This design comes from an exercise in tuning for small area, a short achievable clock period and few clock cycles per item on the open sky130 flow, not from production work.
Where RTL was checked, it was by simulation tests only, not by an equivalence proof against the original.
Power and IR drop assume default switching activity.

==> flow/design.v <==
`default_nettype none
module eigen2x2_fx #(
  parameter int WIDTH = 32,
  parameter int FRAC  = 16
) (
  input  logic             clk,
  input  logic             rst,
  input  logic             start,
  input  logic [WIDTH-1:0] a1,
  input  logic [WIDTH-1:0] a2,
  input  logic [WIDTH-1:0] a3,
  input  logic [WIDTH-1:0] a4,
  output logic             busy,
  output logic             done,
  output logic [WIDTH-1:0] v1,
  output logic [WIDTH-1:0] v2,
  output logic             complex,
  output logic             ovf
);
  localparam int CW = 36;    
  logic busy_q, done_q;
  logic p_diff, p_mul1, p_mul, p_abs, p_sqrt, p_f1, p_f2;
  logic [5:0] cnt_q;
  logic [2:0] jt_q;             
  logic s1_acc, s1_s2;          
  logic b2_one, b2_two, b2_neg;
  logic b3_one, b3_two, b3_neg;
  logic corr_q;                 
  logic [1:0] lo3_q;            
  logic n2_q;                   
  logic pend3_q;                
  logic signed [33:0] acc_q;    
  logic [33:0]        y_q;      
  logic signed [34:0] x_q;      
  logic signed [35:0] z_q;      
  logic signed [33:0] w_q;      
  logic signed [32:0] s_q;      
  logic               neg_q;
  logic               o1_q;          
  localparam int NK = 5;
  logic [NK-1:0] fit;
  for (genvar i = 0; i < NK; i++) begin : g_fit
    localparam int K = 7 + 2*i;
    wire [34-(2*K-1):0] xs = x_q[34:2*K-1];
    wire [33-(2*K-3):0] ws = w_q[33:2*K-3];
    assign fit[i] = ((&xs) | ~(|xs)) & ((&ws) | ~(|ws));
  end
  logic [2:0] jt_d;
  always_comb begin
    jt_d = 3'(NK);
    for (int i = NK-1; i >= 0; i--)
      if (fit[i]) jt_d = 3'(i);
  end
  function automatic logic [5:0] jof(input logic [2:0] t);
    jof = 6'(7 + 2*int'(t));
  endfunction
  logic [1:0]    pair_n;        
  logic          n2;            
  logic [CW-1:0] in1, in2, in3, csa_s, csa_c, cpa;
  logic [CW-1:0] xe, ze, m2, m3;
  assign pair_n = acc_q[31:30] ^ {2{neg_q}};
  assign n2     = n2_q;
  assign xe = CW'(x_q);
  assign ze = CW'(z_q);
  always_comb begin
    in1 = ({CW{s1_acc}} & CW'(acc_q)) | ({CW{s1_s2}} & CW'($signed({s_q, 1'b0})));
    m2  = ({CW{b2_one}} & xe) | ({CW{b2_two}} & {xe[CW-2:0], 1'b0});
    in2 = m2 ^ {CW{n2}};
    if (p_sqrt) in2[1:0] = 2'b11;
    m3  = ({CW{b3_one}} & {ze[CW-3:0], 2'b00}) | ({CW{b3_two}} & {ze[CW-4:0], 3'b000});
    in3 = m3 ^ {{(CW-2){b3_neg}}, 2'b00};
    in3[1:0] = lo3_q;
    csa_s = in1 ^ in2 ^ in3;
    csa_c = {((in1[CW-2:0] & in2[CW-2:0]) | (in1[CW-2:0] & in3[CW-2:0]) |
              (in2[CW-2:0] & in3[CW-2:0])), pend3_q};
  end
  logic [CW-1:0] pg_g [0:6];
  logic [CW-1:0] pg_p [0:6];
  logic [CW-1:0] hs;
  always_comb begin
    hs = csa_s ^ csa_c;
    pg_g[0] = csa_s & csa_c;
    pg_p[0] = hs;
    for (int l = 0; l < 6; l++) begin
      for (int i = 0; i < CW; i++) begin
        if (i >= (1 << l)) begin
          pg_g[l+1][i] = pg_g[l][i] | (pg_p[l][i] & pg_g[l][i - (1 << l)]);
          pg_p[l+1][i] = pg_p[l][i] & pg_p[l][i - (1 << l)];
        end else begin
          pg_g[l+1][i] = pg_g[l][i];
          pg_p[l+1][i] = pg_p[l][i];
        end
      end
    end
    cpa[0] = hs[0];
    for (int i = 1; i < CW; i++) cpa[i] = hs[i] ^ pg_g[6][i-1];
  end
  logic [33:0] h;
  assign h     = cpa[CW-1:2];
  logic c_d;
  assign c_d = z_q[35] ? (&z_q) : (z_q == 36'(x_q));
  logic [2:0] rem0;
  assign rem0 = {1'b0, pair_n} - 3'd1;
  logic acc_start, cnt0;
  logic n_diff, n_mul1, n_mul, n_abs, n_sqrt, n_f1, n_f2;
  assign acc_start = ~busy_q & start;
  assign cnt0      = (cnt_q == '0);
  assign n_diff    = acc_start;
  assign n_mul1    = p_diff;
  assign n_mul     = p_mul1 | (p_mul & ~cnt0);
  assign n_abs     = p_mul & cnt0;
  assign n_sqrt    = p_abs | (p_sqrt & ~cnt0);
  assign n_f1      = p_sqrt & cnt0;
  assign n_f2      = p_f1;
  always_ff @(posedge clk or posedge rst) begin
    if (rst) begin
      busy_q <= 1'b0; done_q <= 1'b0;
      p_diff <= 1'b0; p_mul1 <= 1'b0; p_mul <= 1'b0; p_abs <= 1'b0;
      p_sqrt <= 1'b0; p_f1 <= 1'b0; p_f2 <= 1'b0;
    end else begin
      busy_q <= acc_start | (busy_q & ~p_f2);
      done_q <= p_f2;
      p_diff <= n_diff; p_mul1 <= n_mul1; p_mul <= n_mul; p_abs <= n_abs;
      p_sqrt <= n_sqrt; p_f1 <= n_f1; p_f2 <= n_f2;
    end
  end
  always_ff @(posedge clk) begin
    s1_acc <= n_diff | n_mul1 | n_mul;
    s1_s2  <= n_abs | n_f1 | (n_f2 & ~neg_q);
    b2_one <= 1'b0; b2_two <= 1'b0; b2_neg <= 1'b0;
    b3_one <= 1'b0; b3_two <= 1'b0; b3_neg <= 1'b0;
    corr_q <= 1'b0;
    if (n_diff) begin
      b2_one <= 1'b1; b2_neg <= 1'b1;
    end
    if (n_mul1) begin    
      b2_one <= cpa[0];
      b2_two <= cpa[1] & ~cpa[0];
      b2_neg <= cpa[1];
      b3_one <= w_q[0];
      b3_two <= w_q[1] & ~w_q[0];
      b3_neg <= w_q[1];
    end
    if (n_mul) begin
      b2_one <= y_q[2] ^ y_q[1];
      b2_two <= (y_q[3] & ~y_q[2] & ~y_q[1]) | (~y_q[3] & y_q[2] & y_q[1]);
      b2_neg <= y_q[3] & ~(y_q[2] & y_q[1]);
      b3_one <= w_q[2] ^ w_q[1];
      b3_two <= (w_q[3] & ~w_q[2] & ~w_q[1]) | (~w_q[3] & w_q[2] & w_q[1]);
      b3_neg <= w_q[3] & ~(w_q[2] & w_q[1]);
    end
    if (n_abs) b2_one <= 1'b1;
    if (n_sqrt) begin
      b2_two <= 1'b1; b2_neg <= 1'b1; b3_one <= 1'b1;
    end
    if (n_f1) b2_one <= ~neg_q;
    if (n_f2) begin
      b2_one <= 1'b1; b2_neg <= ~neg_q; corr_q <= neg_q & c_d;
    end
    pend3_q <= b3_neg;
    n2_q <= 1'b0;
    if (n_diff) n2_q <= 1'b1;
    if (n_mul1) n2_q <= cpa[1];
    if (n_mul)  n2_q <= y_q[3] & ~(y_q[2] & y_q[1]);
    if (n_sqrt) n2_q <= p_abs ? (|pair_n) : ~cpa[CW-1];
    if (n_f2)   n2_q <= ~neg_q;
    lo3_q <= 2'b00;
    if (n_diff) lo3_q <= 2'b01;
    if (n_mul1) lo3_q <= {1'b0, cpa[1]};
    if (n_mul)  lo3_q <= {1'b0, y_q[3] & ~(y_q[2] & y_q[1])};
    if (n_sqrt) lo3_q <= acc_q[29:28] ^ {2{neg_q}};
    if (n_f2)   lo3_q <= {neg_q & c_d, ~neg_q};
  end
  always_ff @(posedge clk) begin
    if (!busy_q)               acc_q <= 34'($signed(a1));
    else if (p_diff)           acc_q <= '0;
    else if (p_mul1 | p_mul)   acc_q <= cpa[35:2];
    else                       acc_q <= {acc_q[31:0], y_q[33:32]};
    if (p_diff)                y_q <= cpa[33:0];
    else if (p_mul1 | p_mul)   y_q <= {cpa[1:0], y_q[33:2]};
    else                       y_q <= {y_q[31:0], 2'b00};
    if (!busy_q)               x_q <= 35'($signed(a4));
    else if (p_diff)           x_q <= cpa[34:0];
    else if (p_abs)            x_q <= {33'd0, |pair_n, 1'b0};
    else if (p_sqrt)           x_q <= {x_q[33:1], ~cpa[CW-1], 1'b0};
    if (!busy_q)               z_q <= 36'($signed(a2));
    else if (p_abs)            z_q <= 36'($signed(rem0));
    else if (p_sqrt)           z_q <= cpa;
    else if (p_f2)             z_q <= cpa;
    if (!busy_q)               w_q <= 34'($signed(a3));
    else if (p_mul1 | p_mul)   w_q <= {{2{w_q[33]}}, w_q[33:2]};
    else if (p_f1)             w_q <= h;
    if (!busy_q)               s_q <= 33'($signed(a4));
    else if (p_abs)            s_q <= cpa[32:0];
    if (p_mul & cnt0)          neg_q <= cpa[CW-1];
    o1_q <= ~((&w_q[33:31]) | ~(|w_q[33:31]));
    if (p_mul1) begin
      cnt_q <= jof(jt_d) - 6'd2;
      jt_q  <= jt_d;
    end else if (p_abs) begin
      cnt_q <= jof(jt_q) + 6'd14;
    end else begin
      cnt_q <= cnt_q - 6'd1;
    end
  end
  assign busy    = busy_q;
  assign done    = done_q;
  logic o2;
  assign o2      = ~((&z_q[35:33]) | ~(|z_q[35:33]));
  assign v1      = o1_q ? 32'h7fff_ffff : w_q[31:0];
  assign v2      = o2 ? {~neg_q, {31{neg_q}}} : z_q[33:2];
  assign complex = neg_q;
  assign ovf     = o1_q | o2;
endmodule
`default_nettype wire
clock: 10.0 ns
lec_check: 0
cap_margin: 20
core_margin: 2
core_utilization: 40
setup_slack_margin: 5
slew_margin: 20
run.sh (not shown) runs the stock make flow with config.mk's settings and CLKGATE_MAP_FILE= SYNTH_SCRIPT=/design/flow/synth_recipe.tcl, a recipe that flattens the netlist after the stock synthesis.
Edit:
--- a/flow/design.v
+++ b/flow/design.v
@@ -29,9 +29,9 @@
   logic [1:0] lo3_q;            
   logic n2_q;                   
   logic pend3_q;                
   logic signed [33:0] acc_q;    
-  logic [33:0]        y_q;      
+  logic               py_q;     
   logic signed [34:0] x_q;      
   logic signed [35:0] z_q;      
   logic signed [33:0] w_q;      
   logic signed [32:0] s_q;      
@@ -100,18 +100,19 @@
   logic c_d;
   assign c_d = z_q[35] ? (&z_q) : (z_q == 36'(x_q));
   logic [2:0] rem0;
   assign rem0 = {1'b0, pair_n} - 3'd1;
-  logic acc_start, cnt0;
+  logic acc_start, mul_end, sq_end;
   logic n_diff, n_mul1, n_mul, n_abs, n_sqrt, n_f1, n_f2;
   assign acc_start = ~busy_q & start;
-  assign cnt0      = (cnt_q == '0);
+  assign mul_end   = (cnt_q == jof(jt_q));
+  assign sq_end    = (cnt_q == 6'(2*jof(jt_q) + 6'd16));
   assign n_diff    = acc_start;
   assign n_mul1    = p_diff;
-  assign n_mul     = p_mul1 | (p_mul & ~cnt0);
-  assign n_abs     = p_mul & cnt0;
-  assign n_sqrt    = p_abs | (p_sqrt & ~cnt0);
-  assign n_f1      = p_sqrt & cnt0;
+  assign n_mul     = p_mul1 | (p_mul & ~mul_end);
+  assign n_abs     = p_mul & mul_end;
+  assign n_sqrt    = p_abs | (p_sqrt & ~sq_end);
+  assign n_f1      = p_sqrt & sq_end;
   assign n_f2      = p_f1;
   always_ff @(posedge clk or posedge rst) begin
     if (rst) begin
       busy_q <= 1'b0; done_q <= 1'b0;
@@ -123,8 +124,11 @@
       p_diff <= n_diff; p_mul1 <= n_mul1; p_mul <= n_mul; p_abs <= n_abs;
       p_sqrt <= n_sqrt; p_f1 <= n_f1; p_f2 <= n_f2;
     end
   end
+  logic xo, xv;
+  assign xo = x_q[{cnt_q[4:0], 1'b1}];
+  assign xv = x_q[{cnt_q[4:0], 1'b0}];
   always_ff @(posedge clk) begin
     s1_acc <= n_diff | n_mul1 | n_mul;
     s1_s2  <= n_abs | n_f1 | (n_f2 & ~neg_q);
     b2_one <= 1'b0; b2_two <= 1'b0; b2_neg <= 1'b0;
@@ -141,11 +145,11 @@
       b3_two <= w_q[1] & ~w_q[0];
       b3_neg <= w_q[1];
     end
     if (n_mul) begin
-      b2_one <= y_q[2] ^ y_q[1];
-      b2_two <= (y_q[3] & ~y_q[2] & ~y_q[1]) | (~y_q[3] & y_q[2] & y_q[1]);
-      b2_neg <= y_q[3] & ~(y_q[2] & y_q[1]);
+      b2_one <= xv ^ py_q;
+      b2_two <= (xo & ~xv & ~py_q) | (~xo & xv & py_q);
+      b2_neg <= xo & ~(xv & py_q);
       b3_one <= w_q[2] ^ w_q[1];
       b3_two <= (w_q[3] & ~w_q[2] & ~w_q[1]) | (~w_q[3] & w_q[2] & w_q[1]);
       b3_neg <= w_q[3] & ~(w_q[2] & w_q[1]);
     end
@@ -160,26 +164,24 @@
     pend3_q <= b3_neg;
     n2_q <= 1'b0;
     if (n_diff) n2_q <= 1'b1;
     if (n_mul1) n2_q <= cpa[1];
-    if (n_mul)  n2_q <= y_q[3] & ~(y_q[2] & y_q[1]);
+    if (n_mul)  n2_q <= xo & ~(xv & py_q);
     if (n_sqrt) n2_q <= p_abs ? (|pair_n) : ~cpa[CW-1];
     if (n_f2)   n2_q <= ~neg_q;
     lo3_q <= 2'b00;
     if (n_diff) lo3_q <= 2'b01;
     if (n_mul1) lo3_q <= {1'b0, cpa[1]};
-    if (n_mul)  lo3_q <= {1'b0, y_q[3] & ~(y_q[2] & y_q[1])};
+    if (n_mul)  lo3_q <= {1'b0, xo & ~(xv & py_q)};
     if (n_sqrt) lo3_q <= acc_q[29:28] ^ {2{neg_q}};
     if (n_f2)   lo3_q <= {neg_q & c_d, ~neg_q};
   end
   always_ff @(posedge clk) begin
     if (!busy_q)               acc_q <= 34'($signed(a1));
     else if (p_diff)           acc_q <= '0;
     else if (p_mul1 | p_mul)   acc_q <= cpa[35:2];
-    else                       acc_q <= {acc_q[31:0], y_q[33:32]};
-    if (p_diff)                y_q <= cpa[33:0];
-    else if (p_mul1 | p_mul)   y_q <= {cpa[1:0], y_q[33:2]};
-    else                       y_q <= {y_q[31:0], 2'b00};
+    else                       acc_q <= {acc_q[31:0], w_q[33:32]};
+    py_q <= p_diff ? cpa[1] : xo;
     if (!busy_q)               x_q <= 35'($signed(a4));
     else if (p_diff)           x_q <= cpa[34:0];
     else if (p_abs)            x_q <= {33'd0, |pair_n, 1'b0};
     else if (p_sqrt)           x_q <= {x_q[33:1], ~cpa[CW-1], 1'b0};
@@ -187,22 +189,17 @@
     else if (p_abs)            z_q <= 36'($signed(rem0));
     else if (p_sqrt)           z_q <= cpa;
     else if (p_f2)             z_q <= cpa;
     if (!busy_q)               w_q <= 34'($signed(a3));
-    else if (p_mul1 | p_mul)   w_q <= {{2{w_q[33]}}, w_q[33:2]};
+    else if (p_mul1 | p_mul)   w_q <= {cpa[1:0], w_q[33:2]};
+    else if (p_abs | p_sqrt)   w_q <= {w_q[31:0], 2'b00};
     else if (p_f1)             w_q <= h;
     if (!busy_q)               s_q <= 33'($signed(a4));
     else if (p_abs)            s_q <= cpa[32:0];
-    if (p_mul & cnt0)          neg_q <= cpa[CW-1];
+    if (p_mul & mul_end)       neg_q <= cpa[CW-1];
     o1_q <= ~((&w_q[33:31]) | ~(|w_q[33:31]));
-    if (p_mul1) begin
-      cnt_q <= jof(jt_d) - 6'd2;
-      jt_q  <= jt_d;
-    end else if (p_abs) begin
-      cnt_q <= jof(jt_q) + 6'd14;
-    end else begin
-      cnt_q <= cnt_q - 6'd1;
-    end
+    if (p_mul1) jt_q <= jt_d;
+    cnt_q <= p_diff ? 6'd1 : cnt_q + 6'd1;
   end
   assign busy    = busy_q;
   assign done    = done_q;
   logic o2;
Non-clock buffer count goes up by 2.
Total power goes down by a little under a tenth.
Hold slack degrades by 0.051 ns.
Utilization goes up by 0.14 points.
Final area goes down by a few percent.
Combinational power goes down by a few percent.
No run of this note included a check of the RTL's function; only the layout flow was run.

---

eigen2x2_fx, a different RTL version from the one above (not shown whole).
Size in the first run: ~1,800 cells after synthesis, ~210 flip-flops, about 15,000 µm² of cells after synthesis.
## eigen2x2_fx
module eigen2x2_fx #(
  parameter int WIDTH = 32,
  parameter int FRAC  = 16
) (
  input  logic             clk,
  input  logic             rst,
  input  logic             start,
  input  logic [WIDTH-1:0] a1,
  input  logic [WIDTH-1:0] a2,
  input  logic [WIDTH-1:0] a3,
  input  logic [WIDTH-1:0] a4,
  output logic             busy,
  output logic             done,
  output logic [WIDTH-1:0] v1,
  output logic [WIDTH-1:0] v2,
  output logic             complex,
  output logic             ovf
);
  localparam int CW = 36;    
  logic busy_q, done_q;
  logic p_diff, p_mul1, p_mul, p_abs, p_sqrt, p_f1, p_f2;
  logic [5:0] cnt_q;
  logic [2:0] jt_q;             
  logic s1_acc, s1_s2;          
  logic b2_one, b2_two, b2_neg;
  logic b3_one, b3_two, b3_neg;
  logic corr_q;                 
  logic [1:0] lo3_q;            
  logic n2_q;                   
  logic pend3_q;                
  logic signed [33:0] acc_q;    
  logic               py_q;     
  logic               pw_q;     
  logic               zr_q;     
  logic signed [34:0] x_q;      
  logic signed [35:0] z_q;      
  logic signed [33:0] w_q;      
  logic signed [32:0] s_q;      
  logic               neg_q;
  logic               o1_q;     
  localparam int NK = 3;
  logic [NK-1:0] fit;
  for (genvar i = 0; i < NK; i++) begin : g_fit
    localparam int K = 11 + 2*i;
    wire [34-(2*K-1):0] xs = x_q[34:2*K-1];
    wire [31-(2*K-5):0] ws = w_q[31:2*K-5];    
    assign fit[i] = ((&xs) | ~(|xs)) & ((&ws) | ~(|ws));
  end
  logic [2:0] jt_d;
  always_comb begin
    jt_d = 3'(NK);
    for (int i = NK-1; i >= 0; i--)
  ...
clock: 10.0 ns
lec_check: 0
cap_margin: 20
core_margin: 2
core_utilization: 50
slew_margin: 20
standard.sh (not shown) runs the stock make flow with config.mk's settings and CLKGATE_MAP_FILE= SYNTH_SCRIPT=/design/flow/synth_recipe.tcl, a recipe that flattens the netlist after the stock synthesis.
==> flow/flow/run.sh <==
#!/bin/bash
set -euo pipefail
bash standard.sh "BUFFER_PORTS_ARGS=-buffer_cell sky130_fd_sc_hd__buf_1" SETUP_SLACK_MARGIN=5.8 finish > standard_flow.log 2>&1
The starting point ran to the end with no violations.
Testbench counts at the start, summed over its fixed seeds: cycles 145,962, items 3,200.
Next try:
--- a/flow/design.v
+++ b/flow/design.v
@@ -203,14 +203,14 @@
     if (p_mul1) jt_q <= jt_d;
     cnt_q <= p_diff ? 6'd1 : cnt_q + (skip ? 6'd3 : 6'd1);
     zr_q  <= p_abs ? ~(|pair_n) : (zr_q & cpa[CW-1]);
   end
   assign busy    = busy_q;
   assign done    = done_q;
   logic o2;
   assign o2      = ~((&acc_q[33:31]) | ~(|acc_q[33:31]));
-  assign v1      = o1_q ? {z_q[35], {31{~z_q[35]}}} : z_q[33:2];
+  assign v1      = o1_q ? 32'h7fff_ffff : z_q[33:2];
   assign v2      = o2 ? {acc_q[33], {31{~acc_q[33]}}} : acc_q[31:0];
   assign complex = neg_q;
   assign ovf     = o1_q | o2;
 endmodule
 `default_nettype wire
After rerunning:
- power hardly moves
- sequential share of layout area is about the same
- fmax hardly moves
- synthesized cell count decreases by 0.91%
- worst setup slack barely changes
- clock-buffer cell count does not change
- global-route usage fell by 2.3 points
- routed wire length went down by 7.1%
- critical path depth stays the same
- sequential power barely changes
- design area hardly moves
- final cell count is about the same
Function not checked in the second run of this note: the RTL went through the layout flow alone.

==> port drivers added, routing unchanged <==
The results above use ideal ports. As a check the final layouts listed here were re-extracted and re-timed, cells and wires unchanged.
Step 1 sets driving cells, clkbuf_16 on the clock port and buf_2 on the other inputs (assumed; they add their load-dependent delay and slew).
Step 2 adds t to the input delays and takes it off the output delays; t is the mean of the earliest and latest rising clock arrival at the registers after step 1. Input paths then give back, and output paths get back, about the clock's delay inside the block.
Slacks: ideal ports / drivers / drivers and shift; pairs: ideal ports / drivers.
run	t, ns	slack for setup (ns)	latest minus earliest clock arrival (ns)	worst register clock-pin slew, ns	worst data-port slew with drivers (ns)
the first run of note 1	0.625	5.121 / 5.064 / 5.161	0.041 / 0.041	0.06 / 0.06	0.05
the second run of note 1	0.609	5.156 / 5.118 / 5.156	0.023 / 0.023	0.06 / 0.06	0.07
the first run of note 2	0.599	5.856 / 5.856 / 5.856	0.021 / 0.021	0.07 / 0.07	0.07
the second run of note 2	0.596	5.857 / 5.857 / 5.857	0.012 / 0.012	0.07 / 0.07	0.06
After both steps setup and hold are still met in every run listed.
